Background: an optimization exercise with open tools, aiming at small area, a short achievable clock period and few clock cycles per item. Do not read the settings as production practice.
Only simulation tests tie the RTL to the original design; equivalence was not proved.
No activity file was given, so power comes from the tool's default toggle rates.

== job 104 ==
## sha1_message_digest
module sha1_message_digest (
    input  logic                            aclk,
    input  logic                            aresetn,
    input  logic                            s_tvalid,
    output logic                            s_tready,
    input  logic [7:0]          s_tdata,    
    input  logic                            s_tlast,
    output logic                            m_tvalid,
    input  logic                            m_tready,
    output logic [31:0]         m_tdata,    
    output logic [2:0]          m_tuser,    
    output logic                            m_tlast
);
    localparam logic [31:0] H_INIT_0 = 32'h67452301;
    localparam logic [31:0] H_INIT_1 = 32'hEFCDAB89;
    localparam logic [31:0] H_INIT_2 = 32'h98BADCFE;
    localparam logic [31:0] H_INIT_3 = 32'h10325476;
    localparam logic [31:0] H_INIT_4 = 32'hC3D2E1F0;
    localparam logic [31:0] K_ROUND_0 = 32'h5A827999;
    localparam logic [31:0] K_ROUND_1 = 32'h6ED9EBA1;
    localparam logic [31:0] K_ROUND_2 = 32'h8F1BBCDC;
    localparam logic [31:0] K_ROUND_3 = 32'hCA62C1D6;
    function automatic logic [31:0] h_init_rev(input logic [2:0] i);
        case (i)
            3'd0:    h_init_rev = H_INIT_4;
            3'd1:    h_init_rev = H_INIT_3;
            3'd2:    h_init_rev = H_INIT_2;
            3'd3:    h_init_rev = H_INIT_1;
            default: h_init_rev = H_INIT_0;
        endcase
    endfunction
    function automatic logic [31:0] add3(input logic [31:0] x, input logic [31:0] y,
                                         input logic [31:0] z);
        logic [31:0] s, c;
        s = x ^ y ^ z;
        c = (x & y) | (x & z) | (y & z);
        add3 = s + {c[30:0], 1'b0};
    endfunction
    logic [31:0]  h0, h1, h2, h3, h4;       
    logic [31:0]  va, vb, vc, vd, ve;       
    logic [31:0]  fr;                       
    logic [511:0] w;                        
    logic [31:0]  q;                        
  ...
Size: about 3300 cells after synthesis, ~1100 flip-flops, about 51 I/O pins, ~45000 um2 of cells after synthesis.
Settings: LEC_CHECK=0, ABC_CLOCK_PERIOD_IN_PS=3000, CAP_MARGIN=20, CORE_MARGIN=2, CORE_UTILIZATION=62, CTS_BUF_LIST=sky130_fd_sc_hd__clkbuf_8, CTS_CLUSTER_DIAMETER=50, CTS_CLUSTER_SIZE=14, SETUP_SLACK_MARGIN=4.7, SLEW_MARGIN=20; clock period 8.0 ns.
run.sh (not shown) runs the stock make flow with config.mk's settings and CLKGATE_MAP_FILE= SYNTH_SCRIPT=/design/flow/synth_recipe.tcl, a recipe that flattens the netlist after the stock synthesis.
Testbench counts of job 104, summed over its fixed seeds: cycles 102,666, bytes 44,818.
[inputs] job 103 vs job 104
--- a/flow/design.v
+++ b/flow/design.v
@@ -59,19 +59,22 @@
     logic         ps_w15, ps_w14, ps_wnx, ps_h4;    
     logic [4:0]   ps_i;                     
     logic [5:0]   pos;                      
     logic         wrdy;                     
     logic         early;                    
     logic         pad, padmark, markhi, lastblk, first, fake;
     logic [60:0]  bcnt;                     
     logic [5:0]   bc_lo;                    
     logic [54:0]  bc_hi;                    
-    logic [4:0]   bc_cy;                    
+    logic [5:0]   bc_rot;                   
+    logic         bc_c;                     
+    logic         bc_hz;                    
+    logic         bc_b0;                    
     logic         rdy;
     logic         mval;
     logic [2:0]   midx;
     logic [4:0]   osel;                     
     assign s_tready = rdy;
     assign m_tvalid = mval;
     assign m_tuser  = midx;
     assign m_tlast  = osel[4];
     assign m_tdata  = h0;
@@ -132,19 +135,20 @@
     logic        wrdy_n, pad_n, early_n, free_n, first_n;
     assign can_in  = (m_in | m_lo) & (~wrdy | esh | (m_lo & ~early & ~m_15));
     assign acc     = s_tvalid & rdy;
     assign padpush = pad & can_in;
     assign bpush   = acc | (padpush & (pos[1:0] != 2'd0));
     assign wpush   = padpush & (pos[1:0] == 2'd0);
     assign spush   = m_push;
     assign wshift  = (cons & ~early & ~m_15) | spush | esh;
     assign bv      = pad ? (padmark ? 8'h80 : 8'h00) : s_tdata;
-    assign bcnt    = {bc_hi, bc_lo};
+    assign bc_b0   = bc_hi[0] & ~bc_hz;
+    assign bcnt    = {bc_hi & {55{~bc_hz}}, bc_lo};
     assign is_lenlo = ~padmark & ~markhi & (pos == 6'd60);
     always_comb begin
         if (padmark)                             wv = 32'h80000000;
         else if (~markhi && pos == 6'd56)        wv = bcnt[60:29];
         else if (~markhi && pos == 6'd60)        wv = {bcnt[28:0], 3'b000};
         else                                     wv = 32'd0;
     end
     always_comb begin
         pos_n = pos;
@@ -186,20 +190,20 @@
             wrdy    <= 1'b0;
             early   <= 1'b0;
             pad     <= 1'b0;
             padmark <= 1'b0;
             markhi  <= 1'b0;
             lastblk <= 1'b1;
             first   <= 1'b1;
             fake    <= 1'b1;
             bc_lo   <= '0;
-            bc_hi   <= '0;
-            bc_cy   <= '0;
+            bc_rot  <= '0;
+            bc_hz   <= 1'b1;
             rdy     <= 1'b1;
             mval    <= 1'b0;
             midx    <= '0;
             osel    <= 5'd1;
         end else begin
             n      <= n_n;
             m_lo   <= d_lo;
             m_sch  <= d_sch;
             m_fin  <= d_fin;
@@ -225,27 +229,29 @@
             rdy    <= ~pad_n & (d_in | d_lo) & free_n;
             if (acc & s_tlast) padmark <= 1'b1;
             else if (padpush)  padmark <= 1'b0;
             if (padpush) begin
                 if (pos_n == 6'd0)                    markhi <= 1'b0;
                 else if (padmark && pos >= 6'd56)     markhi <= 1'b1;
             end
             if (wpush & is_lenlo) begin
                 bc_lo   <= '0;
-                bc_hi   <= '0;
-                bc_cy   <= '0;
+                bc_hz   <= 1'b1;
                 lastblk <= 1'b1;
             end else begin
                 if (acc) bc_lo <= bc_lo + 6'd1;
-                bc_cy[0] <= acc & (bc_lo == 6'd63);
-                for (int k = 0; k < 5; k++) begin
-                    if (bc_cy[k]) bc_hi[k*11 +: 11] <= bc_hi[k*11 +: 11] + 11'd1;
-                    if (k < 4) bc_cy[k+1] <= bc_cy[k] & (bc_hi[k*11 +: 11] == 11'h7FF);
+                if (acc & (bc_lo == 6'd63)) begin
+                    bc_rot <= 6'd55;
+                    bc_c   <= 1'b1;
+                end else if (bc_rot != 6'd0) begin
+                    bc_rot <= bc_rot - 6'd1;
+                    bc_c   <= bc_b0 & bc_c;
+                    if (bc_rot == 6'd1) bc_hz <= 1'b0;
                 end
             end
             first  <= first_n;
             if (lastf5) begin
                 lastblk <= 1'b0;
                 fake    <= 1'b0;
                 mval    <= ~fake;
                 midx    <= '0;
                 osel    <= 5'd1;
@@ -255,18 +261,23 @@
                     midx <= '0;
                 end else begin
                     midx <= midx + 3'd1;
                 end
                 osel <= {osel[3:0], osel[4]};
             end
         end
     end
     always_ff @(posedge aclk) begin
+        if (bc_rot != 6'd0) begin
+            bc_hi <= {bc_b0 ^ bc_c, bc_hi[54:1]};
+        end
+    end
+    always_ff @(posedge aclk) begin
         if (pv) begin
             va <= va_in;
             vb <= va;
             vc <= vc_in;
             vd <= vc;
             ve <= vd;
             fr <= f_next;
         end
         if ((m_fin & ~(m_80 & mval)) | ffire) begin
==> comparison <==
Job 103: detailed-route wire length on metal 1 about 6.5% below job 104. Routed wire in job 103 totals less than in job 104. Comparing job 104 and job 103, the higher post-route cell area was measured on job 104. On job 103: relative max-transition margin is 10 points higher than what job 104 gave. Summary of the comparison: share of total power in combinational logic is lower in job 103, relative to job 104. Number of sinks on the clock net across job 104 and job 103: no real change.
Testbench counts of job 103, summed over its fixed seeds: cycles 102,666, bytes 44,818.

-- re-timing with driven ports --
How much do the figures lean on ideal ports? The routed layouts below were timed once more, with nothing changed but the port constraints.
Step 1 (the two cells are an assumption about what drives the block):
set clk [get_ports {aclk}]
set_driving_cell -lib_cell sky130_fd_sc_hd__clkbuf_16 $clk
set_driving_cell -lib_cell sky130_fd_sc_hd__buf_2 [delete_from_list [all_inputs] $clk]
Step 2 also shifts input and output timing later by t, the mid clock arrival at the registers, as if the neighbouring blocks saw the same clock.
a / b / c = ideal ports / drivers / drivers and shift; a / b = the first two.
run	t, ns	setup slack, ns	hold slack, ns	worst setup path after step 2	worst register clock-pin slew, ns
job 104	0.802	4.516 / 4.516 / 4.043	0.405 / 0.405 / 0.405	input to register	0.10 / 0.10
job 103	0.794	4.596 / 4.596 / 4.050	0.411 / 0.411 / 0.411	input to register	0.10 / 0.10
After both steps setup and hold are still met in every run listed. For job 103, which loses most, drivers alone change the setup slack by 0.000 ns; drivers and shift together by -0.546 ns.
